This is an optimization exercise on Yosys and OpenROAD, whose aim is small area, a short achievable clock period and few clock cycles per item, not a production implementation.
Function was checked by simulation only, so behaviour that the tests miss may differ from the original.
Power figures rest on the tool's default switching activity, not on a simulated workload.

==> design.v <==
package matvec_dims_pkg;
    localparam int MAT_DIM   = 3;
    localparam int MAT_WORDS = MAT_DIM * MAT_DIM;
    localparam int JOB_WORDS = MAT_WORDS + MAT_DIM;    
    localparam int SAMPLE_W = 14;
    localparam int ACC_W    = 2 * SAMPLE_W;            
    typedef logic signed [SAMPLE_W-1:0] sample_t;
    typedef logic signed [ACC_W-1:0] acc_t;
    typedef logic [3:0] w_addr_t;                      
    typedef logic [1:0] x_addr_t;                      
    typedef logic [3:0] load_count_t;
endpackage
package matvec_ctrl_pkg;
    typedef enum logic [1:0] {
        LOAD    = 2'd0,
        ISSUE   = 2'd1,
        DRAIN   = 2'd2,
        PRESENT = 2'd3
    } seq_state_t;
    localparam int READ_LATENCY = 1;
endpackage
`timescale 1ns/1ps
module mac_unit (
    input  logic [13:0] a,        
    input  logic [6:0]  one,      
    input  logic [6:0]  two,      
    input  logic [6:0]  neg,      
    input  logic        v,        
    input  logic [27:0] acc_s,    
    input  logic [27:0] acc_c,
    output logic [27:0] s,        
    output logic [27:0] c
);
    logic pp0_0;
    logic pp0_1;
    logic pp0_2;
    logic pp0_3;
    logic pp0_4;
    logic pp0_5;
    logic pp0_6;
    logic pp0_7;
    logic pp0_8;
    logic pp0_9;
    logic pp0_10;
    logic pp0_11;
    logic pp0_12;
    logic pp0_13;
    logic pp0_14;
    logic pp1_0;
    logic pp1_1;
    logic pp1_2;
    logic pp1_3;
    logic pp1_4;
    logic pp1_5;
    logic pp1_6;
    logic pp1_7;
    logic pp1_8;
    logic pp1_9;
    logic pp1_10;
    logic pp1_11;
    logic pp1_12;
    logic pp1_13;
    logic pp1_14;
    logic pp2_0;
    logic pp2_1;
    logic pp2_2;
    logic pp2_3;
    logic pp2_4;
    logic pp2_5;
    logic pp2_6;
    logic pp2_7;
    logic pp2_8;
    logic pp2_9;
    logic pp2_10;
    logic pp2_11;
    logic pp2_12;
    logic pp2_13;
    logic pp2_14;
    logic pp3_0;
    logic pp3_1;
    logic pp3_2;
    logic pp3_3;
    logic pp3_4;
    logic pp3_5;
    logic pp3_6;
    logic pp3_7;
    logic pp3_8;
    logic pp3_9;
    logic pp3_10;
    logic pp3_11;
    logic pp3_12;
    logic pp3_13;
    logic pp3_14;
    logic pp4_0;
    logic pp4_1;
    logic pp4_2;
    logic pp4_3;
    logic pp4_4;
    logic pp4_5;
    logic pp4_6;
    logic pp4_7;
    logic pp4_8;
    logic pp4_9;
    logic pp4_10;
    logic pp4_11;
    logic pp4_12;
    logic pp4_13;
    logic pp4_14;
    logic pp5_0;
    logic pp5_1;
    logic pp5_2;
    logic pp5_3;
    logic pp5_4;
    logic pp5_5;
    logic pp5_6;
    logic pp5_7;
    logic pp5_8;
    logic pp5_9;
    logic pp5_10;
    logic pp5_11;
    logic pp5_12;
    logic pp5_13;
    logic pp5_14;
    logic pp6_0;
    logic pp6_1;
    logic pp6_2;
    logic pp6_3;
    logic pp6_4;
    logic pp6_5;
    logic pp6_6;
    logic pp6_7;
    logic pp6_8;
    logic pp6_9;
    logic pp6_10;
    logic pp6_11;
    logic pp6_12;
    logic pp6_13;
    logic pp6_14;
    logic hs0;
    logic hc0;
    logic hs1;
    logic hc1;
    logic hs2;
    logic hc2;
    logic hs3;
    logic hc3;
    logic hs4;
    logic hc4;
    logic fs5;
    logic fc5;
    logic hs6;
    logic hc6;
    logic fs7;
    logic fc7;
    logic hs8;
    logic hc8;
    logic fs9;
    logic fc9;
    logic fs10;
    logic fc10;
    logic hs11;
    logic hc11;
    logic fs12;
    logic fc12;
    logic fs13;
    logic fc13;
    logic hs14;
    logic hc14;
    logic fs15;
    logic fc15;
    logic fs16;
    logic fc16;
    logic fs17;
    logic fc17;
    logic fs18;
    logic fc18;
    logic fs19;
    logic fc19;
    logic fs20;
    logic fc20;
    logic fs21;
    logic fc21;
    logic fs22;
    logic fc22;
    logic fs23;
    logic fc23;
    logic fs24;
    logic fc24;
    logic fs25;
    logic fc25;
    logic fs26;
    logic fc26;
    logic fs27;
    logic fc27;
    logic fs28;
    logic fc28;
    logic hs29;
    logic hc29;
    logic fs30;
    logic fc30;
    logic fs31;
    logic fc31;
    logic fs32;
    logic fc32;
    logic hs33;
    logic hc33;
    logic fs34;
    logic fc34;
    logic hs35;
    logic hc35;
    logic hs36;
    logic hc36;
    logic hs37;
    logic hc37;
    logic fs38;
    logic fc38;
    logic hs39;
    logic hc39;
    logic fs40;
    logic fc40;
    logic hs41;
    logic hc41;
    logic fs42;
    logic fc42;
    logic fs43;
    logic fc43;
    logic fs44;
    logic fc44;
    logic fs45;
    logic fc45;
    logic fs46;
    logic fc46;
    logic fs47;
    logic fc47;
    logic fs48;
    logic fc48;
    logic fs49;
    logic fc49;
    logic fs50;
    logic fc50;
    logic fs51;
    logic fc51;
    logic fs52;
    logic fc52;
    logic fs53;
    logic fc53;
    logic fs54;
    logic fc54;
    logic fs55;
    logic fc55;
    logic fs56;
    logic fc56;
    logic fs57;
    logic fc57;
    logic fs58;
    logic fc58;
    logic fs59;
    logic fc59;
    logic fs60;
    logic fc60;
    logic fs61;
    logic fc61;
    logic fs62;
    logic fc62;
    logic fs63;
    logic fc63;
    logic fs64;
    logic fc64;
    logic fs65;
    logic fc65;
    logic fs66;
    logic fc66;
    logic fs67;
    logic fc67;
    logic fs68;
    logic fc68;
    logic fs69;
    logic fc69;
    logic fs70;
    logic fc70;
    logic fs71;
    logic fc71;
    logic fs72;
    logic fc72;
    logic fs73;
    logic fc73;
    logic fs74;
    logic fc74;
    logic hs75;
    logic hc75;
    logic fs76;
    logic fc76;
    logic hs77;
    logic hc77;
    logic hs78;
    logic hc78;
    logic hs79;
    logic hc79;
    logic fs80;
    logic fc80;
    logic fs81;
    logic fc81;
    logic fs82;
    logic fc82;
    logic fs83;
    logic fc83;
    logic fs84;
    logic fc84;
    logic fs85;
    logic fc85;
    logic fs86;
    logic fc86;
    logic fs87;
    logic fc87;
    logic fs88;
    logic fc88;
    logic fs89;
    logic fc89;
    logic fs90;
    logic fc90;
    logic fs91;
    logic fc91;
    logic fs92;
    logic fc92;
    logic fs93;
    logic fc93;
    logic fs94;
    logic fc94;
    logic fs95;
    logic fc95;
    logic fs96;
    logic fc96;
    logic fs97;
    logic fc97;
    logic fs98;
    logic fc98;
    logic fs99;
    logic fc99;
    logic fs100;
    logic fc100;
    logic fs101;
    logic fc101;
    logic fs102;
    logic fc102;
    logic fs103;
    logic fc103;
    logic hs104;
    logic hc104;
    logic hs105;
    logic hc105;
    logic fs106;
    logic fc106;
    logic fs107;
    logic fc107;
    logic fs108;
    logic fc108;
    logic fs109;
    logic fc109;
    logic fs110;
    logic fc110;
    logic fs111;
    logic fc111;
    logic fs112;
    logic fc112;
    logic fs113;
    logic fc113;
    logic fs114;
    logic fc114;
    logic fs115;
    logic fc115;
    logic fs116;
    logic fc116;
    logic fs117;
    logic fc117;
    logic fs118;
    logic fc118;
    logic fs119;
    logic fc119;
    logic fs120;
    logic fc120;
    logic fs121;
    logic fc121;
    logic fs122;
    logic fc122;
    logic fs123;
    logic fc123;
    logic fs124;
    logic fc124;
    logic fs125;
    logic fc125;
    logic fs126;
    logic fc126;
    logic fs127;
    logic fc127;
    logic fs128;
    logic fc128;
    logic fs129;
    logic fc129;
    logic fs130;
    logic fc130;
    logic fs131;
    logic fc131;
    logic fs132;
    logic fc132;
    assign pp0_0 = neg[0] ^ ((one[0] & a[0]) | (two[0] & 1'b0));
    assign pp0_1 = neg[0] ^ ((one[0] & a[1]) | (two[0] & a[0]));
    assign pp0_2 = neg[0] ^ ((one[0] & a[2]) | (two[0] & a[1]));
    assign pp0_3 = neg[0] ^ ((one[0] & a[3]) | (two[0] & a[2]));
    assign pp0_4 = neg[0] ^ ((one[0] & a[4]) | (two[0] & a[3]));
    assign pp0_5 = neg[0] ^ ((one[0] & a[5]) | (two[0] & a[4]));
    assign pp0_6 = neg[0] ^ ((one[0] & a[6]) | (two[0] & a[5]));
    assign pp0_7 = neg[0] ^ ((one[0] & a[7]) | (two[0] & a[6]));
    assign pp0_8 = neg[0] ^ ((one[0] & a[8]) | (two[0] & a[7]));
    assign pp0_9 = neg[0] ^ ((one[0] & a[9]) | (two[0] & a[8]));
    assign pp0_10 = neg[0] ^ ((one[0] & a[10]) | (two[0] & a[9]));
    assign pp0_11 = neg[0] ^ ((one[0] & a[11]) | (two[0] & a[10]));
    assign pp0_12 = neg[0] ^ ((one[0] & a[12]) | (two[0] & a[11]));
    assign pp0_13 = neg[0] ^ ((one[0] & a[13]) | (two[0] & a[12]));
    assign pp0_14 = v & ~(neg[0] ^ ((one[0] & a[13]) | (two[0] & a[13])));    
    assign pp1_0 = neg[1] ^ ((one[1] & a[0]) | (two[1] & 1'b0));
    assign pp1_1 = neg[1] ^ ((one[1] & a[1]) | (two[1] & a[0]));
    assign pp1_2 = neg[1] ^ ((one[1] & a[2]) | (two[1] & a[1]));
    assign pp1_3 = neg[1] ^ ((one[1] & a[3]) | (two[1] & a[2]));
    assign pp1_4 = neg[1] ^ ((one[1] & a[4]) | (two[1] & a[3]));
    assign pp1_5 = neg[1] ^ ((one[1] & a[5]) | (two[1] & a[4]));
    assign pp1_6 = neg[1] ^ ((one[1] & a[6]) | (two[1] & a[5]));
    assign pp1_7 = neg[1] ^ ((one[1] & a[7]) | (two[1] & a[6]));
    assign pp1_8 = neg[1] ^ ((one[1] & a[8]) | (two[1] & a[7]));
    assign pp1_9 = neg[1] ^ ((one[1] & a[9]) | (two[1] & a[8]));
    assign pp1_10 = neg[1] ^ ((one[1] & a[10]) | (two[1] & a[9]));
    assign pp1_11 = neg[1] ^ ((one[1] & a[11]) | (two[1] & a[10]));
    assign pp1_12 = neg[1] ^ ((one[1] & a[12]) | (two[1] & a[11]));
    assign pp1_13 = neg[1] ^ ((one[1] & a[13]) | (two[1] & a[12]));
    assign pp1_14 = v & ~(neg[1] ^ ((one[1] & a[13]) | (two[1] & a[13])));    
    assign pp2_0 = neg[2] ^ ((one[2] & a[0]) | (two[2] & 1'b0));
    assign pp2_1 = neg[2] ^ ((one[2] & a[1]) | (two[2] & a[0]));
    assign pp2_2 = neg[2] ^ ((one[2] & a[2]) | (two[2] & a[1]));
    assign pp2_3 = neg[2] ^ ((one[2] & a[3]) | (two[2] & a[2]));
    assign pp2_4 = neg[2] ^ ((one[2] & a[4]) | (two[2] & a[3]));
    assign pp2_5 = neg[2] ^ ((one[2] & a[5]) | (two[2] & a[4]));
    assign pp2_6 = neg[2] ^ ((one[2] & a[6]) | (two[2] & a[5]));
    assign pp2_7 = neg[2] ^ ((one[2] & a[7]) | (two[2] & a[6]));
    assign pp2_8 = neg[2] ^ ((one[2] & a[8]) | (two[2] & a[7]));
    assign pp2_9 = neg[2] ^ ((one[2] & a[9]) | (two[2] & a[8]));
    assign pp2_10 = neg[2] ^ ((one[2] & a[10]) | (two[2] & a[9]));
    assign pp2_11 = neg[2] ^ ((one[2] & a[11]) | (two[2] & a[10]));
    assign pp2_12 = neg[2] ^ ((one[2] & a[12]) | (two[2] & a[11]));
    assign pp2_13 = neg[2] ^ ((one[2] & a[13]) | (two[2] & a[12]));
    assign pp2_14 = v & ~(neg[2] ^ ((one[2] & a[13]) | (two[2] & a[13])));    
    assign pp3_0 = neg[3] ^ ((one[3] & a[0]) | (two[3] & 1'b0));
    assign pp3_1 = neg[3] ^ ((one[3] & a[1]) | (two[3] & a[0]));
    assign pp3_2 = neg[3] ^ ((one[3] & a[2]) | (two[3] & a[1]));
    assign pp3_3 = neg[3] ^ ((one[3] & a[3]) | (two[3] & a[2]));
    assign pp3_4 = neg[3] ^ ((one[3] & a[4]) | (two[3] & a[3]));
    assign pp3_5 = neg[3] ^ ((one[3] & a[5]) | (two[3] & a[4]));
    assign pp3_6 = neg[3] ^ ((one[3] & a[6]) | (two[3] & a[5]));
    assign pp3_7 = neg[3] ^ ((one[3] & a[7]) | (two[3] & a[6]));
    assign pp3_8 = neg[3] ^ ((one[3] & a[8]) | (two[3] & a[7]));
    assign pp3_9 = neg[3] ^ ((one[3] & a[9]) | (two[3] & a[8]));
    assign pp3_10 = neg[3] ^ ((one[3] & a[10]) | (two[3] & a[9]));
    assign pp3_11 = neg[3] ^ ((one[3] & a[11]) | (two[3] & a[10]));
    assign pp3_12 = neg[3] ^ ((one[3] & a[12]) | (two[3] & a[11]));
    assign pp3_13 = neg[3] ^ ((one[3] & a[13]) | (two[3] & a[12]));
    assign pp3_14 = v & ~(neg[3] ^ ((one[3] & a[13]) | (two[3] & a[13])));    
    assign pp4_0 = neg[4] ^ ((one[4] & a[0]) | (two[4] & 1'b0));
    assign pp4_1 = neg[4] ^ ((one[4] & a[1]) | (two[4] & a[0]));
    assign pp4_2 = neg[4] ^ ((one[4] & a[2]) | (two[4] & a[1]));
    assign pp4_3 = neg[4] ^ ((one[4] & a[3]) | (two[4] & a[2]));
    assign pp4_4 = neg[4] ^ ((one[4] & a[4]) | (two[4] & a[3]));
    assign pp4_5 = neg[4] ^ ((one[4] & a[5]) | (two[4] & a[4]));
    assign pp4_6 = neg[4] ^ ((one[4] & a[6]) | (two[4] & a[5]));
    assign pp4_7 = neg[4] ^ ((one[4] & a[7]) | (two[4] & a[6]));
    assign pp4_8 = neg[4] ^ ((one[4] & a[8]) | (two[4] & a[7]));
    assign pp4_9 = neg[4] ^ ((one[4] & a[9]) | (two[4] & a[8]));
    assign pp4_10 = neg[4] ^ ((one[4] & a[10]) | (two[4] & a[9]));
    assign pp4_11 = neg[4] ^ ((one[4] & a[11]) | (two[4] & a[10]));
    assign pp4_12 = neg[4] ^ ((one[4] & a[12]) | (two[4] & a[11]));
    assign pp4_13 = neg[4] ^ ((one[4] & a[13]) | (two[4] & a[12]));
    assign pp4_14 = v & ~(neg[4] ^ ((one[4] & a[13]) | (two[4] & a[13])));    
    assign pp5_0 = neg[5] ^ ((one[5] & a[0]) | (two[5] & 1'b0));
    assign pp5_1 = neg[5] ^ ((one[5] & a[1]) | (two[5] & a[0]));
    assign pp5_2 = neg[5] ^ ((one[5] & a[2]) | (two[5] & a[1]));
    assign pp5_3 = neg[5] ^ ((one[5] & a[3]) | (two[5] & a[2]));
    assign pp5_4 = neg[5] ^ ((one[5] & a[4]) | (two[5] & a[3]));
    assign pp5_5 = neg[5] ^ ((one[5] & a[5]) | (two[5] & a[4]));
    assign pp5_6 = neg[5] ^ ((one[5] & a[6]) | (two[5] & a[5]));
    assign pp5_7 = neg[5] ^ ((one[5] & a[7]) | (two[5] & a[6]));
    assign pp5_8 = neg[5] ^ ((one[5] & a[8]) | (two[5] & a[7]));
    assign pp5_9 = neg[5] ^ ((one[5] & a[9]) | (two[5] & a[8]));
    assign pp5_10 = neg[5] ^ ((one[5] & a[10]) | (two[5] & a[9]));
    assign pp5_11 = neg[5] ^ ((one[5] & a[11]) | (two[5] & a[10]));
    assign pp5_12 = neg[5] ^ ((one[5] & a[12]) | (two[5] & a[11]));
    assign pp5_13 = neg[5] ^ ((one[5] & a[13]) | (two[5] & a[12]));
    assign pp5_14 = v & ~(neg[5] ^ ((one[5] & a[13]) | (two[5] & a[13])));    
    assign pp6_0 = neg[6] ^ ((one[6] & a[0]) | (two[6] & 1'b0));
    assign pp6_1 = neg[6] ^ ((one[6] & a[1]) | (two[6] & a[0]));
    assign pp6_2 = neg[6] ^ ((one[6] & a[2]) | (two[6] & a[1]));
    assign pp6_3 = neg[6] ^ ((one[6] & a[3]) | (two[6] & a[2]));
    assign pp6_4 = neg[6] ^ ((one[6] & a[4]) | (two[6] & a[3]));
    assign pp6_5 = neg[6] ^ ((one[6] & a[5]) | (two[6] & a[4]));
    assign pp6_6 = neg[6] ^ ((one[6] & a[6]) | (two[6] & a[5]));
    assign pp6_7 = neg[6] ^ ((one[6] & a[7]) | (two[6] & a[6]));
    assign pp6_8 = neg[6] ^ ((one[6] & a[8]) | (two[6] & a[7]));
    assign pp6_9 = neg[6] ^ ((one[6] & a[9]) | (two[6] & a[8]));
    assign pp6_10 = neg[6] ^ ((one[6] & a[10]) | (two[6] & a[9]));
    assign pp6_11 = neg[6] ^ ((one[6] & a[11]) | (two[6] & a[10]));
    assign pp6_12 = neg[6] ^ ((one[6] & a[12]) | (two[6] & a[11]));
    assign pp6_13 = neg[6] ^ ((one[6] & a[13]) | (two[6] & a[12]));
    assign pp6_14 = v & ~(neg[6] ^ ((one[6] & a[13]) | (two[6] & a[13])));    
    assign hs0 = neg[6] ^ acc_c[12];
    assign hc0 = neg[6] & acc_c[12];
    assign hs1 = acc_c[13] ^ acc_s[13];
    assign hc1 = acc_c[13] & acc_s[13];
    assign hs2 = acc_c[14] ^ acc_s[14];
    assign hc2 = acc_c[14] & acc_s[14];
    assign hs3 = neg[3] ^ acc_c[6];
    assign hc3 = neg[3] & acc_c[6];
    assign hs4 = acc_c[7] ^ acc_s[7];
    assign hc4 = acc_c[7] & acc_s[7];
    assign fs5 = neg[4] ^ acc_c[8] ^ acc_s[8];
    assign fc5 = (neg[4] & acc_c[8]) | (neg[4] & acc_s[8]) | (acc_c[8] & acc_s[8]);
    assign hs6 = pp0_8 ^ pp1_6;
    assign hc6 = pp0_8 & pp1_6;
    assign fs7 = acc_c[9] ^ acc_s[9] ^ pp0_9;
    assign fc7 = (acc_c[9] & acc_s[9]) | (acc_c[9] & pp0_9) | (acc_s[9] & pp0_9);
    assign hs8 = pp1_7 ^ pp2_5;
    assign hc8 = pp1_7 & pp2_5;
    assign fs9 = neg[5] ^ acc_c[10] ^ acc_s[10];
    assign fc9 = (neg[5] & acc_c[10]) | (neg[5] & acc_s[10]) | (acc_c[10] & acc_s[10]);
    assign fs10 = pp0_10 ^ pp1_8 ^ pp2_6;
    assign fc10 = (pp0_10 & pp1_8) | (pp0_10 & pp2_6) | (pp1_8 & pp2_6);
    assign hs11 = pp3_4 ^ pp4_2;
    assign hc11 = pp3_4 & pp4_2;
    assign fs12 = acc_c[11] ^ acc_s[11] ^ pp0_11;
    assign fc12 = (acc_c[11] & acc_s[11]) | (acc_c[11] & pp0_11) | (acc_s[11] & pp0_11);
    assign fs13 = pp1_9 ^ pp2_7 ^ pp3_5;
    assign fc13 = (pp1_9 & pp2_7) | (pp1_9 & pp3_5) | (pp2_7 & pp3_5);
    assign hs14 = pp4_3 ^ pp5_1;
    assign hc14 = pp4_3 & pp5_1;
    assign fs15 = acc_s[12] ^ hs0 ^ pp0_12;
    assign fc15 = (acc_s[12] & hs0) | (acc_s[12] & pp0_12) | (hs0 & pp0_12);
    assign fs16 = pp1_10 ^ pp2_8 ^ pp3_6;
    assign fc16 = (pp1_10 & pp2_8) | (pp1_10 & pp3_6) | (pp2_8 & pp3_6);
    assign fs17 = pp4_4 ^ pp5_2 ^ pp6_0;
    assign fc17 = (pp4_4 & pp5_2) | (pp4_4 & pp6_0) | (pp5_2 & pp6_0);
    assign fs18 = hc0 ^ hs1 ^ pp0_13;
    assign fc18 = (hc0 & hs1) | (hc0 & pp0_13) | (hs1 & pp0_13);
    assign fs19 = pp1_11 ^ pp2_9 ^ pp3_7;
    assign fc19 = (pp1_11 & pp2_9) | (pp1_11 & pp3_7) | (pp2_9 & pp3_7);
    assign fs20 = pp4_5 ^ pp5_3 ^ pp6_1;
    assign fc20 = (pp4_5 & pp5_3) | (pp4_5 & pp6_1) | (pp5_3 & pp6_1);
    assign fs21 = hc1 ^ hs2 ^ pp0_14;
    assign fc21 = (hc1 & hs2) | (hc1 & pp0_14) | (hs2 & pp0_14);
    assign fs22 = pp1_12 ^ pp2_10 ^ pp3_8;
    assign fc22 = (pp1_12 & pp2_10) | (pp1_12 & pp3_8) | (pp2_10 & pp3_8);
    assign fs23 = pp4_6 ^ pp5_4 ^ pp6_2;
    assign fc23 = (pp4_6 & pp5_4) | (pp4_6 & pp6_2) | (pp5_4 & pp6_2);
    assign fs24 = acc_c[15] ^ acc_s[15] ^ hc2;
    assign fc24 = (acc_c[15] & acc_s[15]) | (acc_c[15] & hc2) | (acc_s[15] & hc2);
    assign fs25 = pp1_13 ^ pp2_11 ^ pp3_9;
    assign fc25 = (pp1_13 & pp2_11) | (pp1_13 & pp3_9) | (pp2_11 & pp3_9);
    assign fs26 = pp4_7 ^ pp5_5 ^ pp6_3;
    assign fc26 = (pp4_7 & pp5_5) | (pp4_7 & pp6_3) | (pp5_5 & pp6_3);
    assign fs27 = acc_c[16] ^ acc_s[16] ^ pp1_14;
    assign fc27 = (acc_c[16] & acc_s[16]) | (acc_c[16] & pp1_14) | (acc_s[16] & pp1_14);
    assign fs28 = pp2_12 ^ pp3_10 ^ pp4_8;
    assign fc28 = (pp2_12 & pp3_10) | (pp2_12 & pp4_8) | (pp3_10 & pp4_8);
    assign hs29 = pp5_6 ^ pp6_4;
    assign hc29 = pp5_6 & pp6_4;
    assign fs30 = acc_c[17] ^ acc_s[17] ^ pp2_13;
    assign fc30 = (acc_c[17] & acc_s[17]) | (acc_c[17] & pp2_13) | (acc_s[17] & pp2_13);
    assign fs31 = pp3_11 ^ pp4_9 ^ pp5_7;
    assign fc31 = (pp3_11 & pp4_9) | (pp3_11 & pp5_7) | (pp4_9 & pp5_7);
    assign fs32 = acc_c[18] ^ acc_s[18] ^ pp2_14;
    assign fc32 = (acc_c[18] & acc_s[18]) | (acc_c[18] & pp2_14) | (acc_s[18] & pp2_14);
    assign hs33 = pp3_12 ^ pp4_10;
    assign hc33 = pp3_12 & pp4_10;
    assign fs34 = acc_c[19] ^ acc_s[19] ^ pp3_13;
    assign fc34 = (acc_c[19] & acc_s[19]) | (acc_c[19] & pp3_13) | (acc_s[19] & pp3_13);
    assign hs35 = acc_c[20] ^ acc_s[20];
    assign hc35 = acc_c[20] & acc_s[20];
    assign hs36 = neg[1] ^ acc_c[2];
    assign hc36 = neg[1] & acc_c[2];
    assign hs37 = acc_c[3] ^ acc_s[3];
    assign hc37 = acc_c[3] & acc_s[3];
    assign fs38 = neg[2] ^ acc_c[4] ^ acc_s[4];
    assign fc38 = (neg[2] & acc_c[4]) | (neg[2] & acc_s[4]) | (acc_c[4] & acc_s[4]);
    assign hs39 = pp0_4 ^ pp1_2;
    assign hc39 = pp0_4 & pp1_2;
    assign fs40 = acc_c[5] ^ acc_s[5] ^ pp0_5;
    assign fc40 = (acc_c[5] & acc_s[5]) | (acc_c[5] & pp0_5) | (acc_s[5] & pp0_5);
    assign hs41 = pp1_3 ^ pp2_1;
    assign hc41 = pp1_3 & pp2_1;
    assign fs42 = acc_s[6] ^ hs3 ^ pp0_6;
    assign fc42 = (acc_s[6] & hs3) | (acc_s[6] & pp0_6) | (hs3 & pp0_6);
    assign fs43 = pp1_4 ^ pp2_2 ^ pp3_0;
    assign fc43 = (pp1_4 & pp2_2) | (pp1_4 & pp3_0) | (pp2_2 & pp3_0);
    assign fs44 = hc3 ^ hs4 ^ pp0_7;
    assign fc44 = (hc3 & hs4) | (hc3 & pp0_7) | (hs4 & pp0_7);
    assign fs45 = pp1_5 ^ pp2_3 ^ pp3_1;
    assign fc45 = (pp1_5 & pp2_3) | (pp1_5 & pp3_1) | (pp2_3 & pp3_1);
    assign fs46 = hc4 ^ pp2_4 ^ pp3_2;
    assign fc46 = (hc4 & pp2_4) | (hc4 & pp3_2) | (pp2_4 & pp3_2);
    assign fs47 = pp4_0 ^ fs5 ^ hs6;
    assign fc47 = (pp4_0 & fs5) | (pp4_0 & hs6) | (fs5 & hs6);
    assign fs48 = pp3_3 ^ pp4_1 ^ fc5;
    assign fc48 = (pp3_3 & pp4_1) | (pp3_3 & fc5) | (pp4_1 & fc5);
    assign fs49 = hc6 ^ hs8 ^ fs7;
    assign fc49 = (hc6 & hs8) | (hc6 & fs7) | (hs8 & fs7);
    assign fs50 = pp5_0 ^ fs9 ^ hc8;
    assign fc50 = (pp5_0 & fs9) | (pp5_0 & hc8) | (fs9 & hc8);
    assign fs51 = hs11 ^ fc7 ^ fs10;
    assign fc51 = (hs11 & fc7) | (hs11 & fs10) | (fc7 & fs10);
    assign fs52 = fc9 ^ hc11 ^ hs14;
    assign fc52 = (fc9 & hc11) | (fc9 & hs14) | (hc11 & hs14);
    assign fs53 = fc10 ^ fs12 ^ fs13;
    assign fc53 = (fc10 & fs12) | (fc10 & fs13) | (fs12 & fs13);
    assign fs54 = hc14 ^ fc12 ^ fc13;
    assign fc54 = (hc14 & fc12) | (hc14 & fc13) | (fc12 & fc13);
    assign fs55 = fs15 ^ fs16 ^ fs17;
    assign fc55 = (fs15 & fs16) | (fs15 & fs17) | (fs16 & fs17);
    assign fs56 = fc15 ^ fc16 ^ fc17;
    assign fc56 = (fc15 & fc16) | (fc15 & fc17) | (fc16 & fc17);
    assign fs57 = fs18 ^ fs19 ^ fs20;
    assign fc57 = (fs18 & fs19) | (fs18 & fs20) | (fs19 & fs20);
    assign fs58 = fc18 ^ fc19 ^ fc20;
    assign fc58 = (fc18 & fc19) | (fc18 & fc20) | (fc19 & fc20);
    assign fs59 = fs21 ^ fs22 ^ fs23;
    assign fc59 = (fs21 & fs22) | (fs21 & fs23) | (fs22 & fs23);
    assign fs60 = fc21 ^ fc22 ^ fc23;
    assign fc60 = (fc21 & fc22) | (fc21 & fc23) | (fc22 & fc23);
    assign fs61 = fs24 ^ fs25 ^ fs26;
    assign fc61 = (fs24 & fs25) | (fs24 & fs26) | (fs25 & fs26);
    assign fs62 = hs29 ^ fc24 ^ fc25;
    assign fc62 = (hs29 & fc24) | (hs29 & fc25) | (fc24 & fc25);
    assign fs63 = fc26 ^ fs27 ^ fs28;
    assign fc63 = (fc26 & fs27) | (fc26 & fs28) | (fs27 & fs28);
    assign fs64 = pp6_5 ^ hc29 ^ fc27;
    assign fc64 = (pp6_5 & hc29) | (pp6_5 & fc27) | (hc29 & fc27);
    assign fs65 = fc28 ^ fs30 ^ fs31;
    assign fc65 = (fc28 & fs30) | (fc28 & fs31) | (fs30 & fs31);
    assign fs66 = pp5_8 ^ pp6_6 ^ hs33;
    assign fc66 = (pp5_8 & pp6_6) | (pp5_8 & hs33) | (pp6_6 & hs33);
    assign fs67 = fc30 ^ fc31 ^ fs32;
    assign fc67 = (fc30 & fc31) | (fc30 & fs32) | (fc31 & fs32);
    assign fs68 = pp4_11 ^ pp5_9 ^ pp6_7;
    assign fc68 = (pp4_11 & pp5_9) | (pp4_11 & pp6_7) | (pp5_9 & pp6_7);
    assign fs69 = hc33 ^ fc32 ^ fs34;
    assign fc69 = (hc33 & fc32) | (hc33 & fs34) | (fc32 & fs34);
    assign fs70 = hs35 ^ pp3_14 ^ pp4_12;
    assign fc70 = (hs35 & pp3_14) | (hs35 & pp4_12) | (pp3_14 & pp4_12);
    assign fs71 = pp5_10 ^ pp6_8 ^ fc34;
    assign fc71 = (pp5_10 & pp6_8) | (pp5_10 & fc34) | (pp6_8 & fc34);
    assign fs72 = acc_c[21] ^ acc_s[21] ^ hc35;
    assign fc72 = (acc_c[21] & acc_s[21]) | (acc_c[21] & hc35) | (acc_s[21] & hc35);
    assign fs73 = pp4_13 ^ pp5_11 ^ pp6_9;
    assign fc73 = (pp4_13 & pp5_11) | (pp4_13 & pp6_9) | (pp5_11 & pp6_9);
    assign fs74 = acc_c[22] ^ acc_s[22] ^ pp4_14;
    assign fc74 = (acc_c[22] & acc_s[22]) | (acc_c[22] & pp4_14) | (acc_s[22] & pp4_14);
    assign hs75 = pp5_12 ^ pp6_10;
    assign hc75 = pp5_12 & pp6_10;
    assign fs76 = acc_c[23] ^ acc_s[23] ^ pp5_13;
    assign fc76 = (acc_c[23] & acc_s[23]) | (acc_c[23] & pp5_13) | (acc_s[23] & pp5_13);
    assign hs77 = acc_c[24] ^ acc_s[24];
    assign hc77 = acc_c[24] & acc_s[24];
    assign hs78 = neg[0] ^ acc_c[0];
    assign hc78 = neg[0] & acc_c[0];
    assign hs79 = acc_c[1] ^ acc_s[1];
    assign hc79 = acc_c[1] & acc_s[1];
    assign fs80 = acc_s[2] ^ hs36 ^ pp0_2;
    assign fc80 = (acc_s[2] & hs36) | (acc_s[2] & pp0_2) | (hs36 & pp0_2);
    assign fs81 = hc36 ^ hs37 ^ pp0_3;
    assign fc81 = (hc36 & hs37) | (hc36 & pp0_3) | (hs37 & pp0_3);
    assign fs82 = hc37 ^ pp2_0 ^ fs38;
    assign fc82 = (hc37 & pp2_0) | (hc37 & fs38) | (pp2_0 & fs38);
    assign fs83 = fc38 ^ hc39 ^ hs41;
    assign fc83 = (fc38 & hc39) | (fc38 & hs41) | (hc39 & hs41);
    assign fs84 = hc41 ^ fc40 ^ fs42;
    assign fc84 = (hc41 & fc40) | (hc41 & fs42) | (fc40 & fs42);
    assign fs85 = fc42 ^ fc43 ^ fs44;
    assign fc85 = (fc42 & fc43) | (fc42 & fs44) | (fc43 & fs44);
    assign fs86 = fc44 ^ fc45 ^ fs46;
    assign fc86 = (fc44 & fc45) | (fc44 & fs46) | (fc45 & fs46);
    assign fs87 = fc46 ^ fs48 ^ fc47;
    assign fc87 = (fc46 & fs48) | (fc46 & fc47) | (fs48 & fc47);
    assign fs88 = fc48 ^ fs50 ^ fc49;
    assign fc88 = (fc48 & fs50) | (fc48 & fc49) | (fs50 & fc49);
    assign fs89 = fc50 ^ fs52 ^ fc51;
    assign fc89 = (fc50 & fs52) | (fc50 & fc51) | (fs52 & fc51);
    assign fs90 = fc52 ^ fc53 ^ fs54;
    assign fc90 = (fc52 & fc53) | (fc52 & fs54) | (fc53 & fs54);
    assign fs91 = fc54 ^ fc55 ^ fs56;
    assign fc91 = (fc54 & fc55) | (fc54 & fs56) | (fc55 & fs56);
    assign fs92 = fc56 ^ fc57 ^ fs58;
    assign fc92 = (fc56 & fc57) | (fc56 & fs58) | (fc57 & fs58);
    assign fs93 = fc58 ^ fc59 ^ fs60;
    assign fc93 = (fc58 & fc59) | (fc58 & fs60) | (fc59 & fs60);
    assign fs94 = fc60 ^ fc61 ^ fs62;
    assign fc94 = (fc60 & fc61) | (fc60 & fs62) | (fc61 & fs62);
    assign fs95 = fc62 ^ fc63 ^ fs64;
    assign fc95 = (fc62 & fc63) | (fc62 & fs64) | (fc63 & fs64);
    assign fs96 = fs66 ^ fc64 ^ fc65;
    assign fc96 = (fs66 & fc64) | (fs66 & fc65) | (fc64 & fc65);
    assign fs97 = fs68 ^ fc66 ^ fc67;
    assign fc97 = (fs68 & fc66) | (fs68 & fc67) | (fc66 & fc67);
    assign fs98 = fc68 ^ fs70 ^ fc69;
    assign fc98 = (fc68 & fs70) | (fc68 & fc69) | (fs70 & fc69);
    assign fs99 = fc70 ^ fs72 ^ fs73;
    assign fc99 = (fc70 & fs72) | (fc70 & fs73) | (fs72 & fs73);
    assign fs100 = hs75 ^ fc72 ^ fc73;
    assign fc100 = (hs75 & fc72) | (hs75 & fc73) | (fc72 & fc73);
    assign fs101 = pp6_11 ^ hc75 ^ fc74;
    assign fc101 = (pp6_11 & hc75) | (pp6_11 & fc74) | (hc75 & fc74);
    assign fs102 = hs77 ^ pp5_14 ^ pp6_12;
    assign fc102 = (hs77 & pp5_14) | (hs77 & pp6_12) | (pp5_14 & pp6_12);
    assign fs103 = acc_c[25] ^ acc_s[25] ^ hc77;
    assign fc103 = (acc_c[25] & acc_s[25]) | (acc_c[25] & hc77) | (acc_s[25] & hc77);
    assign hs104 = acc_c[26] ^ acc_s[26];
    assign hc104 = acc_c[26] & acc_s[26];
    assign hs105 = acc_s[0] ^ hs78;
    assign hc105 = acc_s[0] & hs78;
    assign fs106 = hc78 ^ hs79 ^ pp0_1;
    assign fc106 = (hc78 & hs79) | (hc78 & pp0_1) | (hs79 & pp0_1);
    assign fs107 = hc79 ^ pp1_0 ^ fs80;
    assign fc107 = (hc79 & pp1_0) | (hc79 & fs80) | (pp1_0 & fs80);
    assign fs108 = pp1_1 ^ fc80 ^ fs81;
    assign fc108 = (pp1_1 & fc80) | (pp1_1 & fs81) | (fc80 & fs81);
    assign fs109 = hs39 ^ fc81 ^ fs82;
    assign fc109 = (hs39 & fc81) | (hs39 & fs82) | (fc81 & fs82);
    assign fs110 = fs40 ^ fc82 ^ fs83;
    assign fc110 = (fs40 & fc82) | (fs40 & fs83) | (fc82 & fs83);
    assign fs111 = fs43 ^ fc83 ^ fs84;
    assign fc111 = (fs43 & fc83) | (fs43 & fs84) | (fc83 & fs84);
    assign fs112 = fs45 ^ fc84 ^ fs85;
    assign fc112 = (fs45 & fc84) | (fs45 & fs85) | (fc84 & fs85);
    assign fs113 = fs47 ^ fc85 ^ fs86;
    assign fc113 = (fs47 & fc85) | (fs47 & fs86) | (fc85 & fs86);
    assign fs114 = fc86 ^ fs49 ^ fs87;
    assign fc114 = (fc86 & fs49) | (fc86 & fs87) | (fs49 & fs87);
    assign fs115 = fs51 ^ fc87 ^ fs88;
    assign fc115 = (fs51 & fc87) | (fs51 & fs88) | (fc87 & fs88);
    assign fs116 = fs53 ^ fc88 ^ fs89;
    assign fc116 = (fs53 & fc88) | (fs53 & fs89) | (fc88 & fs89);
    assign fs117 = fs55 ^ fc89 ^ fs90;
    assign fc117 = (fs55 & fc89) | (fs55 & fs90) | (fc89 & fs90);
    assign fs118 = fs57 ^ fc90 ^ fs91;
    assign fc118 = (fs57 & fc90) | (fs57 & fs91) | (fc90 & fs91);
    assign fs119 = fs59 ^ fc91 ^ fs92;
    assign fc119 = (fs59 & fc91) | (fs59 & fs92) | (fc91 & fs92);
    assign fs120 = fs61 ^ fc92 ^ fs93;
    assign fc120 = (fs61 & fc92) | (fs61 & fs93) | (fc92 & fs93);
    assign fs121 = fs63 ^ fc93 ^ fs94;
    assign fc121 = (fs63 & fc93) | (fs63 & fs94) | (fc93 & fs94);
    assign fs122 = fs65 ^ fc94 ^ fs95;
    assign fc122 = (fs65 & fc94) | (fs65 & fs95) | (fc94 & fs95);
    assign fs123 = fs67 ^ fc95 ^ fs96;
    assign fc123 = (fs67 & fc95) | (fs67 & fs96) | (fc95 & fs96);
    assign fs124 = fs69 ^ fc96 ^ fs97;
    assign fc124 = (fs69 & fc96) | (fs69 & fs97) | (fc96 & fs97);
    assign fs125 = fs71 ^ fc97 ^ fs98;
    assign fc125 = (fs71 & fc97) | (fs71 & fs98) | (fc97 & fs98);
    assign fs126 = fc71 ^ fs99 ^ fc98;
    assign fc126 = (fc71 & fs99) | (fc71 & fc98) | (fs99 & fc98);
    assign fs127 = fs74 ^ fc99 ^ fs100;
    assign fc127 = (fs74 & fc99) | (fs74 & fs100) | (fc99 & fs100);
    assign fs128 = fs76 ^ fc100 ^ fs101;
    assign fc128 = (fs76 & fc100) | (fs76 & fs101) | (fc100 & fs101);
    assign fs129 = fc76 ^ fs102 ^ fc101;
    assign fc129 = (fc76 & fs102) | (fc76 & fc101) | (fs102 & fc101);
    assign fs130 = pp6_13 ^ fc102 ^ fs103;
    assign fc130 = (pp6_13 & fc102) | (pp6_13 & fs103) | (fc102 & fs103);
    assign fs131 = hs104 ^ pp6_14 ^ fc103;
    assign fc131 = (hs104 & pp6_14) | (hs104 & fc103) | (pp6_14 & fc103);
    assign fs132 = acc_c[27] ^ acc_s[27] ^ hc104;
    assign fc132 = (acc_c[27] & acc_s[27]) | (acc_c[27] & hc104) | (acc_s[27] & hc104);
    assign s[0] = pp0_0;
    assign c[0] = hs105;
    assign s[1] = hc105;
    assign c[1] = fs106;
    assign s[2] = fc106;
    assign c[2] = fs107;
    assign s[3] = fc107;
    assign c[3] = fs108;
    assign s[4] = fc108;
    assign c[4] = fs109;
    assign s[5] = fc109;
    assign c[5] = fs110;
    assign s[6] = fc110;
    assign c[6] = fs111;
    assign s[7] = fc111;
    assign c[7] = fs112;
    assign s[8] = fc112;
    assign c[8] = fs113;
    assign s[9] = fc113;
    assign c[9] = fs114;
    assign s[10] = fc114;
    assign c[10] = fs115;
    assign s[11] = fc115;
    assign c[11] = fs116;
    assign s[12] = fc116;
    assign c[12] = fs117;
    assign s[13] = fc117;
    assign c[13] = fs118;
    assign s[14] = fc118;
    assign c[14] = fs119;
    assign s[15] = fc119;
    assign c[15] = fs120;
    assign s[16] = fc120;
    assign c[16] = fs121;
    assign s[17] = fc121;
    assign c[17] = fs122;
    assign s[18] = fc122;
    assign c[18] = fs123;
    assign s[19] = fc123;
    assign c[19] = fs124;
    assign s[20] = fc124;
    assign c[20] = fs125;
    assign s[21] = fc125;
    assign c[21] = fs126;
    assign s[22] = fs127;
    assign c[22] = fc126;
    assign s[23] = fc127;
    assign c[23] = fs128;
    assign s[24] = fc128;
    assign c[24] = fs129;
    assign s[25] = fs130;
    assign c[25] = fc129;
    assign s[26] = fc130;
    assign c[26] = fs131;
    assign s[27] = fs132;
    assign c[27] = fc131;
endmodule
`timescale 1ns/1ps
module matvec3 (
    input  logic                     clk,
    input  logic                     reset,
    input  logic                     input_valid,
    output logic                     input_ready,
    input  matvec_dims_pkg::sample_t input_data,
    output logic                     output_valid,
    input  logic                     output_ready,
    output matvec_dims_pkg::acc_t    output_data
);
    typedef matvec_dims_pkg::sample_t sample_t;
    typedef matvec_dims_pkg::acc_t    acc_t;
    logic [3:0]  ph;
    sample_t     ring [0:11];
    logic [3:0]  lp;             
    logic        ahead;          
    logic [1:0]  cr, ck;         
    logic [3:0]  cp;             
    logic        due;            
    logic [2:0]  xv;             
    logic        ready_q;
    logic [6:0]  one_q, two_q, neg_q;    
    logic        m_v, m_first, m_last;
    acc_t        acc_s, acc_c;   
    acc_t        sum_s, sum_c;
    logic        acc_done;       
    acc_t        out_q;
    logic        out_v;
    logic        in_fire;
    logic        issue;
    logic        transfer;
    assign input_ready  = ready_q;
    assign output_valid = out_v;
    assign output_data  = out_q;
    assign in_fire  = input_valid && ready_q;
    assign transfer = acc_done && !out_v;
    assign issue = due && xv[ck] && ((ck != 2'd0) || !out_v);
    logic [3:0] ph_n;
    logic [1:0] cr_i, ck_i;
    logic [3:0] cp_i;
    logic       last_p;          
    logic [3:0] lp_inc;
    logic       due_i, due_ni;
    logic       rdy_f_i, rdy_f_ni, rdy_nf_i, rdy_nf_ni;
    function automatic logic slot_free(input logic ahd, input logic [3:0] w, input logic [3:0] c);
        if (!ahd)
            slot_free = 1'b1;
        else if (w < 4'd9)
            slot_free = (c > w);
        else
            slot_free = (c > w - 4'd3);
    endfunction
    always_comb begin
        ph_n   = (ph == 4'd11) ? 4'd0 : ph + 4'd1;
        last_p = (cp == 4'd8);
        cp_i   = last_p ? 4'd0 : cp + 4'd1;
        ck_i   = (ck == 2'd2) ? 2'd0 : ck + 2'd1;
        cr_i   = (ck != 2'd2) ? cr : ((cr == 2'd2) ? 2'd0 : cr + 2'd1);
        due_i  = !last_p;
        due_ni = (ph == ((cp >= 4'd3) ? cp - 4'd3 : cp + 4'd9));
        lp_inc = (lp == 4'd11) ? 4'd0 : lp + 4'd1;
        rdy_f_i   = slot_free((lp == 4'd11) ? 1'b1 : (last_p ? 1'b0 : ahead), lp_inc, cp_i);
        rdy_f_ni  = slot_free((lp == 4'd11) ? 1'b1 : ahead, lp_inc, cp);
        rdy_nf_i  = (ph_n == lp) && slot_free(last_p ? 1'b0 : ahead, lp, cp_i);
        rdy_nf_ni = (ph_n == lp) && slot_free(ahead, lp, cp);
    end
    always_ff @(posedge clk) begin
        if (reset) begin
            ph       <= 4'd0;
            lp       <= '0;
            ahead    <= 1'b0;
            cr       <= '0;
            ck       <= '0;
            cp       <= '0;
            due      <= 1'b0;
            xv       <= '0;
            ready_q  <= 1'b1;
            m_v      <= 1'b0;
            acc_done <= 1'b0;
            out_v    <= 1'b0;
        end else begin
            ph <= ph_n;
            if (in_fire) begin
                lp <= lp_inc;
                ready_q <= issue ? rdy_f_i : rdy_f_ni;
            end else begin
                ready_q <= issue ? rdy_nf_i : rdy_nf_ni;
            end
            if (in_fire && lp == 4'd11)
                ahead <= 1'b1;
            else if (issue && last_p)
                ahead <= 1'b0;
            if (issue) begin
                cr <= cr_i;
                ck <= ck_i;
                cp <= cp_i;
            end
            due <= issue ? due_i : due_ni;
            for (int k = 0; k < 3; k++) begin
                if (in_fire && ph == 4'(9 + k))
                    xv[k] <= 1'b1;
                else if (issue && cr == 2'd2 && ck == 2'(k))
                    xv[k] <= 1'b0;
            end
            m_v <= issue;
            if (m_v && m_last)
                acc_done <= 1'b1;
            else if (transfer)
                acc_done <= 1'b0;
            if (transfer)
                out_v <= 1'b1;
            else if (output_ready)
                out_v <= 1'b0;
        end
    end
    sample_t    x_op;
    logic [6:0] x_lo;            
    always_comb begin
        case (cr)
            2'd0:    x_op = ring[0];
            2'd1:    x_op = ring[3];
            default: x_op = ring[6];
        endcase
    end
    assign x_lo = {x_op[11], x_op[9], x_op[7], x_op[5], x_op[3], x_op[1], 1'b0};
    always_ff @(posedge clk) begin
        ring[0] <= in_fire ? input_data : ring[11];
        for (int i = 1; i < 12; i++)
            ring[i] <= ring[i-1];
        for (int i = 0; i < 7; i++) begin
            one_q[i] <= issue && (x_op[2*i] ^ x_lo[i]);
            two_q[i] <= issue && ((x_op[2*i+1] && !x_op[2*i] && !x_lo[i]) ||
                                  (!x_op[2*i+1] && x_op[2*i] && x_lo[i]));
            neg_q[i] <= issue && x_op[2*i+1];
        end
        m_first <= issue && (ck == 2'd0);
        m_last  <= issue && (ck == 2'd2);
        acc_s <= sum_s;
        acc_c <= sum_c;
        if (transfer)
            out_q <= acc_s + acc_c;
    end
    mac_unit mac_unit_i (
        .a     (ring[10]),
        .one   (one_q),
        .two   (two_q),
        .neg   (neg_q),
        .v     (m_v),
        .acc_s (m_first ? acc_t'(28'h0004000) : acc_s),
        .acc_c (m_first ? acc_t'(0) : acc_c),
        .s     (sum_s),
        .c     (sum_c)
    );
endmodule
==> run.sh <==
#!/bin/bash
# synth_recipe.tcl (not shown) runs the flow's synth.tcl, then flattens the netlist and writes it again
# the make line also repeats each setting of config.mk as NAME=value (left out here)
make -C /OpenROAD-flow-scripts/flow DESIGN_CONFIG=/design/flow/config.mk WORK_HOME=/design/flow/orfs CLKGATE_MAP_FILE= SYNTH_SCRIPT=/design/flow/synth_recipe.tcl finish
==> config.mk <==
export PLATFORM = sky130hd
export DESIGN_NAME = matvec3
export DESIGN_NICKNAME = matvec3
export VERILOG_FILES = /design/flow/design.v
export SDC_FILE = /design/flow/constraint.sdc
export NUM_CORES = 4
export LEC_CHECK = 0
export CAP_MARGIN = 20
export CORE_MARGIN = 2
export CORE_UTILIZATION = 40
export CTS_BUF_LIST = sky130_fd_sc_hd__clkbuf_8
export CTS_CLUSTER_SIZE = 14
export SETUP_SLACK_MARGIN = 5
export SLEW_MARGIN = 20
==> constraint.sdc <==
create_clock -name core_clock -period 8.5 [get_ports {clk}]
set_input_delay 1.7000 -clock core_clock [delete_from_list [all_inputs] [get_ports {clk}]]
set_output_delay 1.7000 -clock core_clock [all_outputs]
set_load 0.01 [all_outputs]
==> results of run 1 <==
-- per-stage QoR --
stage	cell area, sq um	total power [mW]	hold slack [ns]
global placement	15700	1.84	0.310
finish	16800	3.17	0.318
global route	16800	3.31	0.325
CTS	16800	3.21	0.318
floorplan	14900	1.78	0.310
detailed placement	15700	1.85	0.312
-- critical path: stages (launching register included) --
cell,delay (ns)
dfxtp_1,0.86
a22oi_1,0.18
xnor2_1,0.19
fa_1,0.60
inv_1,0.07
fa_1,0.39
fa_1,0.51
inv_1,0.05
fa_1,0.43
-- per-layer routing --
metal	share of wire, %	track usage, %	vias up
met5	0	0	-
met4	2.6	5.93	0
met3	4.4	2.99	55
met2	44	25.2	225
met1	49	22.4	4586
li1	-	-	4653
-- worst paths after layout --
path	from	end	slack [ns]
setup / recovery	ring[10][4]$_DFF_P_	acc_c[16]$_DFF_P_	5.09
hold / removal	ring[7][13]$_DFF_P_	ring[8][13]$_DFF_P_	0.32
setup reg to reg	ring[10][4]$_DFF_P_	acc_c[16]$_DFF_P_	5.09
hold reg to reg	ring[7][13]$_DFF_P_	ring[8][13]$_DFF_P_	0.32
-- synth_stat cells (2+ instances only) --
master and n:
a21oi_2 2, xor2_1 55, nor3_1 11, a31oi_1 7, nand2_1 53, and4b_1 2
o2111ai_1 3, mux2i_1 15, nand3_1 8, maj3_1 2, nand3b_1 6, and3_1 3
clkbuf_1 55, buf_2 7, nor2_1 71, fa_1 111, o21a_1 7, dfxtp_1 272
inv_1 122, or2_2 2, nand4b_1 3, o21ai_2 4, buf_1 4, o21bai_1 2
nand2b_1 18, a22oi_1 93, a21o_1 9, nor3b_1 2, mux2_2 14, o21ai_1 3
ha_1 88, a221oi_1 2, a211oi_1 3, edfxtp_1 28, xnor2_1 92, o41ai_1 2
a41oi_1 3, nand4_1 5, or3_1 2, and2_1 7, a21oi_1 71, nor2b_1 54
o21ai_0 36
-- state kept, by name, indices dropped and copies added, names as in the netlist, 3 cells and up --
register and cells:
two_q 7, ph 4, neg_q 7, lp 4, ring 168, cp 4
acc_s 28, out_q 28, acc_c 28, xv 3, one_q 7
-- timing repair --
item / 4_1_cts / 5_1_grt
hold buffers: 0 / 0
resized for setup: 1 / 9
gates cloned: 0 / 0
endpoints found under the setup margin: 1 / 6
buffers inserted: 0 / 0
pin swaps: 0 / 0
-- final cells by class --
| cell class | instances | area (sq um) | share of cell area, % |
|---|---|---|---|
| multi-input cells | 884 | 7930 | 47.1 |
| flip-flops and latches | 300 | 6300 | 37.4 |
| clock buffers | 59 | 812 | 4.82 |
| well taps | 468 | 586 | 3.48 |
| repair buffers | 50 | 497 | 2.95 |
| inverters | 123 | 462 | 2.74 |
| clock inverters | 31 | 264 | 1.57 |
-- where the power goes --
part | switching [mW] | internal [mW] | total [mW]
Sequential | 0.0992 | 1.56 | 1.66
Combinational | 0.0858 | 0.0794 | 0.165
Clock | 0.581 | 0.759 | 1.34
-- logic make-up (layout without fill, tap and decap cells) --
logic type / after synthesis / count (layout) / share of synthesized area [%]
flops: 300 / 300 / 42.2
compound gates: 258 / 258 / 11.5
simple gates: 249 / 249 / 8.42
fa+ha+maj: 201 / 201 / 22.4
buf+inv: 189 / 263 / 4.82
xor+xnor: 147 / 147 / 8.63
mux: 29 / 29 / 2.06
==> impl_results.md, run 1 <==
- Outcome: complete, no violations
- Later-pin clock latency in the skew report: 0.60 ns
- Clock slew at the register clock pins of the worst setup and hold paths: 0.07 ns
- Final Skew: 0.0215 ns
- Initial core utilization: 40.6%
- Type of element capturing the critical path: flop
- Mean instance size in the synthesized netlist: 10.9 sq um
- Total global routing overflow: 0
- Width of the die: 197 um
- Pre-CTS setup slack: 4.65 ns
- Top cell type by total area after synthesis: dfxtp_1
- Syn_nets: 1590
- Clock Root Buffer: clkbuf_8
- Initial antenna violation count: 0
- Dominant register cell in the synthesized netlist: dfxtp_1
- Buffer levels on the longest clock path: 3
- Peak ir drop on the vdd network: 0.140 mV
- Global placement routability congestion: 0.843
- Worst hold stages: 0
- Maxcap violations: 0
- Final standard cell count with taps included and fillers excluded: 1915
- Die area: 0.0388 sq mm
- Final setup slack of the worst path: 5.09 ns
- Core Util, Final: 45.9%
- Critical path fanouts, max: 15
- Average wire length per cell after detail routing: 15.9 um
- Clock tree from TritonCTS: yes
- Cells after Synth: 1373
- Clock buffer count from CTS: 48
- DRC: 0
- Top-level port count: 48
- Commonest non-fill, non-tap cell in the layout: dfxtp_1
- Worst EP required: 8.97 ns
- Filler cells: 3423
- Total power per unit cell area: 188 mW/mm^2
- TritonCTS sink count: 300
- Proportion of synthesized chip area in sequential cells: 42.2%
- Setup_tns: 0 ns
- Largest net degree at the start of global routing: 56
- Final worst path period need: 3.41 ns
- # diodes: 0
- H-tree lvl count: 2
- #FFs+latches synth: 300
- Via density: 4.97
- Min-delay worst type: reg -> reg
- Number of detailed-route iterations in the first pass: 7
- Port-buffer cells: 47
- Static Leak: 7.02 nW
- Final Hold Vio Count: 0
- Count of cells along the worst register-to-register path: 8
- Cells taking the most area after synthesis: dfxtp_1, fa_1, ha_1
- Total Routed Length: 30.4 mm
- Slew Viols, Final: 0
- Area share of the largest cell type after synthesis: 36.5%
- Count of different cell masters after synthesis: 57
- Number of global-route vias before repair: 9732
- Final antenna-violating net count: 0
- Post-Synthesis Cell Area: 0.0149 sq mm
- Worst EP arrival: 3.87 ns
- Worst Tran Pin Value: 1.04 ns
- Number of vias in the routed layout: 9519
- Commonest cells after routing, fill and taps aside: dfxtp_1, inv_1, fa_1
- Wire length of the first global-routing pass: 50.2 mm
- Final net count: 1624
- Layout area overhead: 12.9%
- Fraction of final layout cells sized beyond drive strength 1: 8.36%
- Number of enable-type register cells in the synthesized netlist: 28
- Number of placed cells counting well taps: 1825
- GRT Util Overall: 16.1%
- Relative slew slack: 30.4%
- Area of the core: 0.0367 sq mm
- Period utilization: 40.1%
- Startpoint Class: flop
- Unrepaired setup endpoints after global routing: false
- Iteration-0 DRC Markers: 535
- Number of warnings issued by yosys: 3
- Row cnt: 70
- Setup violation total in the final timing report: 0
- Die extent in y: 197 um
- FFs w/ async S/R, synth: 0%
- DP HPWL: 21.7 mm
- Fmax: 293 MHz
- Setup CP Type: reg -> reg
Testbench counts, summed over its fixed seeds: cycles 4,688, jobs 384.
==> run 2: changes to the inputs <==
--- a/config.mk
+++ b/config.mk
@@ -11,3 +11,4 @@
 export CTS_BUF_LIST = sky130_fd_sc_hd__clkbuf_8
-export CTS_CLUSTER_SIZE = 14
+export CTS_CLUSTER_DIAMETER = 60
+export CTS_CLUSTER_SIZE = 20
 export SETUP_SLACK_MARGIN = 5
==> impl_results.md, run 2 <==
- Die extent in y: 197 um (unchanged)
- Maxcap violations: 0 (unchanged)
- Clock Root Buffer: clkbuf_8
- Initial core utilization: 40.6% (unchanged)
- Final antenna-violating net count: 0 (unchanged)
- CP Launch Point: ring[10][4]$_DFF_P_
- DP HPWL: 21.7 mm (unchanged)
- Core Util, Final: 44.2% (-1.7 points)
- Iteration-0 DRC Markers: 543 (+1.5%)
- Clock tree from TritonCTS: yes
- Slew Viols, Final: 0 (unchanged)
- Final setup slack of the worst path: 5.10 ns (+0.00412 ns)
- Top cells by count, synth: dfxtp_1, inv_1, fa_1
- Later-pin clock latency in the skew report: 0.60 ns (about the same)
- Top-level port count: 48 (unchanged)
- Setup_tns: 0 ns (unchanged)
- Port-buffer cells: 47 (unchanged)
- Outcome: complete, no violations
- Number of detailed-route iterations in the first pass: 6 (-1)
- # diodes: 0 (unchanged)
- Global placement routability congestion: 0.843 (unchanged)
- Buffer levels on the longest clock path: 3 (unchanged)
- Flip-flop count of the largest register, all copies and words added: 168 (unchanged)
- Fraction of final layout cells sized beyond drive strength 1: 6.51% (-1.8 points)
- Total global routing overflow: 0 (unchanged)
- Static Leak: 6.66 nW (-5.2%)
- Width of the die: 197 um (unchanged)
- Pre-CTS setup slack: 4.65 ns (unchanged)
- Post-Synthesis Cell Area: 0.0149 sq mm (unchanged)
- Proportion of power drawn by combinational gates: 6.3% (+1.1 points)
- Worst Tran Pin Value: 1.02 ns (-0.0214 ns)
- Period utilization: 40.1% (-0.048 points)
- Final net count: 1601 (-1.4%)
- Area share of the largest cell type after synthesis: 36.5% (unchanged)
- Setup CP Type: reg -> reg
- Total of hold buffers inserted after clock tree synthesis: 0 (unchanged)
- Layout area overhead: 8.84%
- Area of the core: 0.0367 sq mm (unchanged)
- Total power per unit cell area: 160 mW/mm^2 (-15%)
- Average wire length per cell after detail routing: 15.8 um (-0.16%)
- Switching power share of the total: 25.5% (+1.3 points)
- Number of global-route vias before repair: 9455 (-2.8%)
- Internal power of the cells: 1.93 mW (-20%)
- Type of element capturing the critical path: flop
- Relative slew slack: 31.8% (+1.4 points)
- Mean instance size in the synthesized netlist: 10.9 sq um (unchanged)
- Commonest cells after routing, fill and taps aside: dfxtp_1, inv_1, fa_1
- Filler cells: 3456 (+0.96%)
- Worst EP arrival: 3.82 ns (-0.05 ns)
- Number of enable-type register cells in the synthesized netlist: 28 (unchanged)
- Total Routed Length: 29.5 mm (-2.8%)
- Most frequent cell after synthesis: dfxtp_1
- Via density: 4.99 (+0.45%)
- Dominant register cell in the synthesized netlist: dfxtp_1
- Worst EP required: 8.92 ns (-0.05 ns)
- Initial antenna violation count: 0 (unchanged)
- Hold_sp: ring[9][13]$_DFF_P_
- FFs w/ async S/R, synth: 0% (unchanged)
- Part of the power in the clock network: 29.7% (-13 points)
- Startpoint Class: flop
- Final worst path period need: 3.40 ns (-0.00412 ns)
- TritonCTS sink count: 300 (unchanged)
- Reported net switching power: 0.662 mW (-14%)
- Clock buffer count from CTS: 25 (-48%)
- H-tree lvl count: 1 (-1)
- Top cell type by total area after synthesis: dfxtp_1
- Syn_nets: 1590 (unchanged)
- Setup violation total in the final timing report: 0 (unchanged)
- Row cnt: 70 (unchanged)
- Number of warnings issued by yosys: 3 (unchanged)
- Number of vias in the routed layout: 9312 (-2.2%)
- Commonest non-fill, non-tap cell in the layout: dfxtp_1
- #FFs+latches synth: 300 (unchanged)
- Proportion of synthesized chip area in sequential cells: 42.2% (unchanged)
- Count of different cell masters after synthesis: 57 (unchanged)
- Register with the most flip-flops: ring
- Largest net degree at the start of global routing: 56 (unchanged)
- Cells after Synth: 1373 (unchanged)
- Unrepaired setup endpoints after global routing: false
- Final Hold Vio Count: 0 (unchanged)
- Critical path fanouts, max: 15 (unchanged)
- Wire length of the first global-routing pass: 49.0 mm (-2.2%)
- Final Skew: 0.0642 ns (+0.0426 ns)
- Clock slew at the register clock pins of the worst setup and hold paths: 0.12 ns (+0.05 ns)
- Peak ir drop on the vdd network: 0.149 mV (+5.8%)
- Die area: 0.0388 sq mm (unchanged)
- Cells taking the most area after synthesis: dfxtp_1, fa_1, ha_1
- Share of total power in sequential cells: 64.0% (+12 points)
- Startpoint of the worst-slack reg-to-reg timing path: ring[10][4]$_DFF_P_
- GRT Util Overall: 15.6% (-0.52 points)
- Min-delay worst type: reg -> reg
- Fmax: 294 MHz (+0.12%)
- DRC: 0 (unchanged)
## run 2: worst max-delay path: stages (launching register included)
cell     delay [ns]
dfxtp_1        0.84
a22oi_1        0.18
xnor2_1        0.19
fa_1           0.59
inv_1          0.07
fa_1           0.39
fa_1           0.51
inv_1          0.05
fa_1           0.43
## run 2: kinds of logic (layout without fill, tap and decap cells)
| family | after synthesis | in the layout | synth area share, % |
|---|---|---|---|
| buffers and inverters | 189 | 213 | 4.82 |
| multiplexers | 29 | 29 | 2.06 |
| flip-flops | 300 | 300 | 42.2 |
| AND/OR/NAND/NOR | 249 | 249 | 8.42 |
| XOR/XNOR | 147 | 147 | 8.63 |
| AO/OA/AOI/OAI | 258 | 258 | 11.5 |
| adder cells (fa/ha/maj) | 201 | 201 | 22.4 |
## run 2: path summary, 6_finish.rpt
kind	end	slack, ns	cells past startpoint
worst max-delay path	acc_c[16]$_DFF_P_	5.10	8
worst min-delay path	ring[10][13]$_DFF_P_	0.32	0
worst max register to register	acc_c[16]$_DFF_P_	5.10	8
worst min register to register	ring[10][13]$_DFF_P_	0.32	0
## run 2: per-stage QoR
stage               power [mW]  instances  hold slack (ns)  instance area [sq um]
floorplan                 1.78       1373            0.310                  14900
global placement          1.84       1825            0.310                  15700
finish                    2.59       1865            0.321                  16200
CTS                       2.63       1865            0.324                  16200
detailed placement        1.85       1825            0.312                  15700
global route              2.72       1865            0.322                  16200
## run 2: metal layers
layer | global-route usage (%) | wire length [um] | up-vias
met2 | 24.8 | 13000 | 178
met5 | 0 | 0 | -
met3 | 2.12 | 1030 | 57
li1 | - | - | 4590
met1 | 22.4 | 14600 | 4487
met4 | 4.51 | 841 | 0
## run 2: timing repair
action	CTS	global route
endpoints found under the setup margin	1	12
resized for setup	1	18
setup buffers	0	0
## run 2: cell type report
class | count | area, sq um | share of cell area (%)
Clock buffer | 25 | 344 | 2.12
Clock inverter | 15 | 109 | 0.671
Inverter | 123 | 462 | 2.84
Multi-Input combinational cell | 884 | 7930 | 48.8
Sequential cell | 300 | 6310 | 38.9
Tap cell | 468 | 586 | 3.61
Timing Repair Buffer | 50 | 497 | 3.06
## run 2: power by group through the flow
| stage | clock (mW) | combinational [mW] | sequential (mW) |
|---|---|---|---|
| after CTS | 0.807 | 0.167 | 1.66 |
| after global placement | 0 | 0.162 | 1.68 |
| after detailed placement | 0 | 0.166 | 1.69 |
| after floorplan | 0 | 0.153 | 1.63 |
| after global routing | 0.858 | 0.188 | 1.67 |
| final | 0.769 | 0.164 | 1.66 |
==> run 3: changes to the inputs <==
--- a/config.mk
+++ b/config.mk
@@ -12,3 +12,3 @@
 export CTS_CLUSTER_DIAMETER = 60
-export CTS_CLUSTER_SIZE = 20
+export CTS_CLUSTER_SIZE = 18
 export SETUP_SLACK_MARGIN = 5
==> impl_results.md, run 3 <==
- Outcome: complete, no violations
- Filler cells: 3454 (-0.058%)
- H-tree lvl count: 1 (unchanged)
- Number of enable-type register cells in the synthesized netlist: 28 (unchanged)
- Startpoint Class: flop
- Number of detailed-route iterations in the first pass: 5 (-1)
- Area of the core: 0.0367 sq mm (unchanged)
- Unrepaired setup endpoints after global routing: true
- Row cnt: 70 (unchanged)
- Area share of the largest cell type after synthesis: 36.5% (unchanged)
- Top-level port count: 48 (unchanged)
- Later-pin clock latency in the skew report: 0.60 ns (about the same)
- Average wire length per cell after detail routing: 15.8 um (about the same)
- Total of hold buffers inserted after clock tree synthesis: 0 (unchanged)
- Initial core utilization: 40.6% (unchanged)
- Clock Root Buffer: clkbuf_8
- Number of warnings issued by yosys: 3 (unchanged)
- Top cell type by total area after synthesis: dfxtp_1
- Crit path top cell by count: fa_1
- Cells taking the most area after synthesis: dfxtp_1, fa_1, ha_1
- Proportion of power drawn by combinational gates: 6.3% (about the same)
- Wire length of the first global-routing pass: 49.1 mm (+0.17%)
- Layout area overhead: 9.06%
- Period utilization: 40.3% (+0.26 points)
- Fraction of final layout cells sized beyond drive strength 1: 6.44% (-0.076 points)
- Commonest non-fill, non-tap cell in the layout: dfxtp_1
- Clock slew at the register clock pins of the worst setup and hold paths: 0.10 ns (-0.02 ns)
- DRC: 0 (unchanged)
- Series of cell instances along the critical path: a22oi_1, xnor2_1, fa_1, inv_1, fa_1, fa_1, inv_1, fa_1
- Final setup slack of the worst path: 5.07 ns (-0.0223 ns)
- Critical path fanouts, max: 15 (unchanged)
- Number of global-route vias before repair: 9478 (+0.24%)
- Setup violation total in the final timing report: 0 (unchanged)
- TritonCTS sink count: 300 (unchanged)
- Met2 layer usage reported by global route: 24.8% (+0.026 points)
- Number of vias in the routed layout: 9289 (-0.25%)
- Final Hold Vio Count: 0 (unchanged)
- Total power per unit cell area: 161 mW/mm^2 (+0.96%)
- Total global routing overflow: 0 (unchanged)
- Mean instance size in the synthesized netlist: 10.9 sq um (unchanged)
- Iteration-0 DRC Markers: 516 (-5.0%)
- Delay of the slowest cell on the worst path: 0.86 ns (+0.02 ns)
- Setup CP Type: reg -> reg
- Global routing met3 resource utilization: 2.22% (+0.10 points)
- Buffer levels on the longest clock path: 3 (unchanged)
- Slew Viols, Final: 0 (unchanged)
- Reported net switching power: 0.659 mW (-0.47%)
- Final worst path period need: 3.43 ns (+0.0223 ns)
- Worst EP arrival: 3.85 ns (+0.03 ns)
- Type of element capturing the critical path: flop
- Initial antenna violation count: 0 (unchanged)
- Register with the most flip-flops: ring
- GRT Util Overall: 15.7% (+0.037 points)
- FFs w/ async S/R, synth: 0% (unchanged)
- Internal power of the cells: 1.96 mW (+1.7%)
- Final net count: 1602 (+0.062%)
- Largest net degree at the start of global routing: 56 (unchanged)
- Via density: 4.98 (-0.30%)
- Part of the power in the clock network: 30.5% (+0.8 points)
- Commonest cells after routing, fill and taps aside: dfxtp_1, inv_1, fa_1
- Share of total power in sequential cells: 63.2% (-0.8 points)
- Count of different cell masters after synthesis: 57 (unchanged)
- Port-buffer cells: 47 (unchanged)
- Die area: 0.0388 sq mm (unchanged)
- Global placement routability congestion: 0.843 (unchanged)
- Clock buffer count from CTS: 26 (+4.0%)
- Worst Tran Pin Value: 1.02 ns (+0.00367 ns)
- GRT Max-Usage Layer: met2
- Syn_nets: 1590 (unchanged)
- Final antenna-violating net count: 0 (unchanged)
- Most frequent cell after synthesis: dfxtp_1
[run 3: cells by family (layout without fill, tap and decap cells)]
logic type | Yosys count | after routing | synth area share (%)
muxes | 29 | 29 | 2.06
and+or+nand+nor | 249 | 249 | 8.42
adders and majority gates | 201 | 201 | 22.4
AOI/OAI and AO/OA | 258 | 258 | 11.5
xor gates and xnor gates | 147 | 147 | 8.63
DFF | 300 | 300 | 42.2
buffers and inverters | 189 | 214 | 4.82
[run 3: through the flow]
stage / utilization [%] / instance area, sq um / power, mW / cells
CTS: 44.2 / 16200 / 2.66 / 1866
global placement: 42.9 / 15700 / 1.84 / 1825
detailed placement: 42.9 / 15700 / 1.85 / 1825
floorplan: - / 14900 / 1.78 / 1373
global route: 44.3 / 16300 / 2.75 / 1866
finish: 44.3 / 16300 / 2.62 / 1866
[run 3: area by class of cell]
class | instances | area [sq um] | area share [%]
clock inverter | 12 | 91.3 | 0.562
timing repair buffer | 50 | 497 | 3.05
clock buffer | 29 | 399 | 2.45
tap | 468 | 586 | 3.60
inverter | 123 | 462 | 2.84
sequential | 300 | 6300 | 38.8
multi-input combinational | 884 | 7930 | 48.7
[run 3: routing by layer]
layer	wire [um]	vias to the layer above
li1	-	4588
met1	14500	4455
met2	13000	187
met3	1180	59
met4	839	0
met5	0	-
[run 3: worst max-delay path: cells and delay by family, from the launching register on]
kind | cells | cell delay (ns)
compound gates | 1 | 0.18
flops | 1 | 0.86
fa+ha+maj | 4 | 1.92
xor+xnor | 1 | 0.19
buf+inv | 2 | 0.12
[run 3: final timing paths]
path | cells after the start | start | slack [ns] | end
max | 8 | ring[10][4]$_DFF_P_ | 5.07 | acc_c[16]$_DFF_P_
min | 0 | ring[4][1]$_DFF_P_ | 0.32 | ring[5][1]$_DFF_P_
max reg2reg | 8 | ring[10][4]$_DFF_P_ | 5.07 | acc_c[16]$_DFF_P_
min reg2reg | 0 | ring[4][1]$_DFF_P_ | 0.32 | ring[5][1]$_DFF_P_
[run 3: power by group through the flow]
stage               Combinational (mW)  Sequential, mW  Clock (mW)
floorplan                        0.153            1.63           0
global placement                 0.162            1.68           0
detailed placement               0.166            1.69           0
CTS                              0.167            1.66       0.839
global route                     0.188            1.67       0.894
finish                           0.164            1.66       0.800
[run 3: repair_timing]
| item | 4_1_cts | 5_1_grt |
|---|---|---|
| cloned | 0 | 0 |
| resized for setup | 1 | 15 |
| setup endpoints to repair | 1 | 13 |

[what the ideal ports hide]
In the flow no input, the clock included, has a driving cell. The finished layouts below were timed again as built, in two steps.
Step 1 sets driving cells, clkbuf_16 on the clock port and buf_2 on the other inputs (assumed; they add their load-dependent delay and slew).
Step 2, shift: input delay + t, output delay - t, t = (earliest + latest rising clock arrival at the registers) / 2. This alone moves slack from input paths to output paths.
Three values: no drivers, after step 1, after step 2; two values: the first two.
| run | t (ns) | slack for setup (ns) |
|---|---|---|
| run 1 | 0.637 | 5.091 / 5.091 / 4.704 |
| run 2 | 0.613 | 5.095 / 5.095 / 4.724 |
| run 3 | 0.615 | 5.073 / 5.073 / 4.720 |
After both steps every run listed still meets setup and hold.
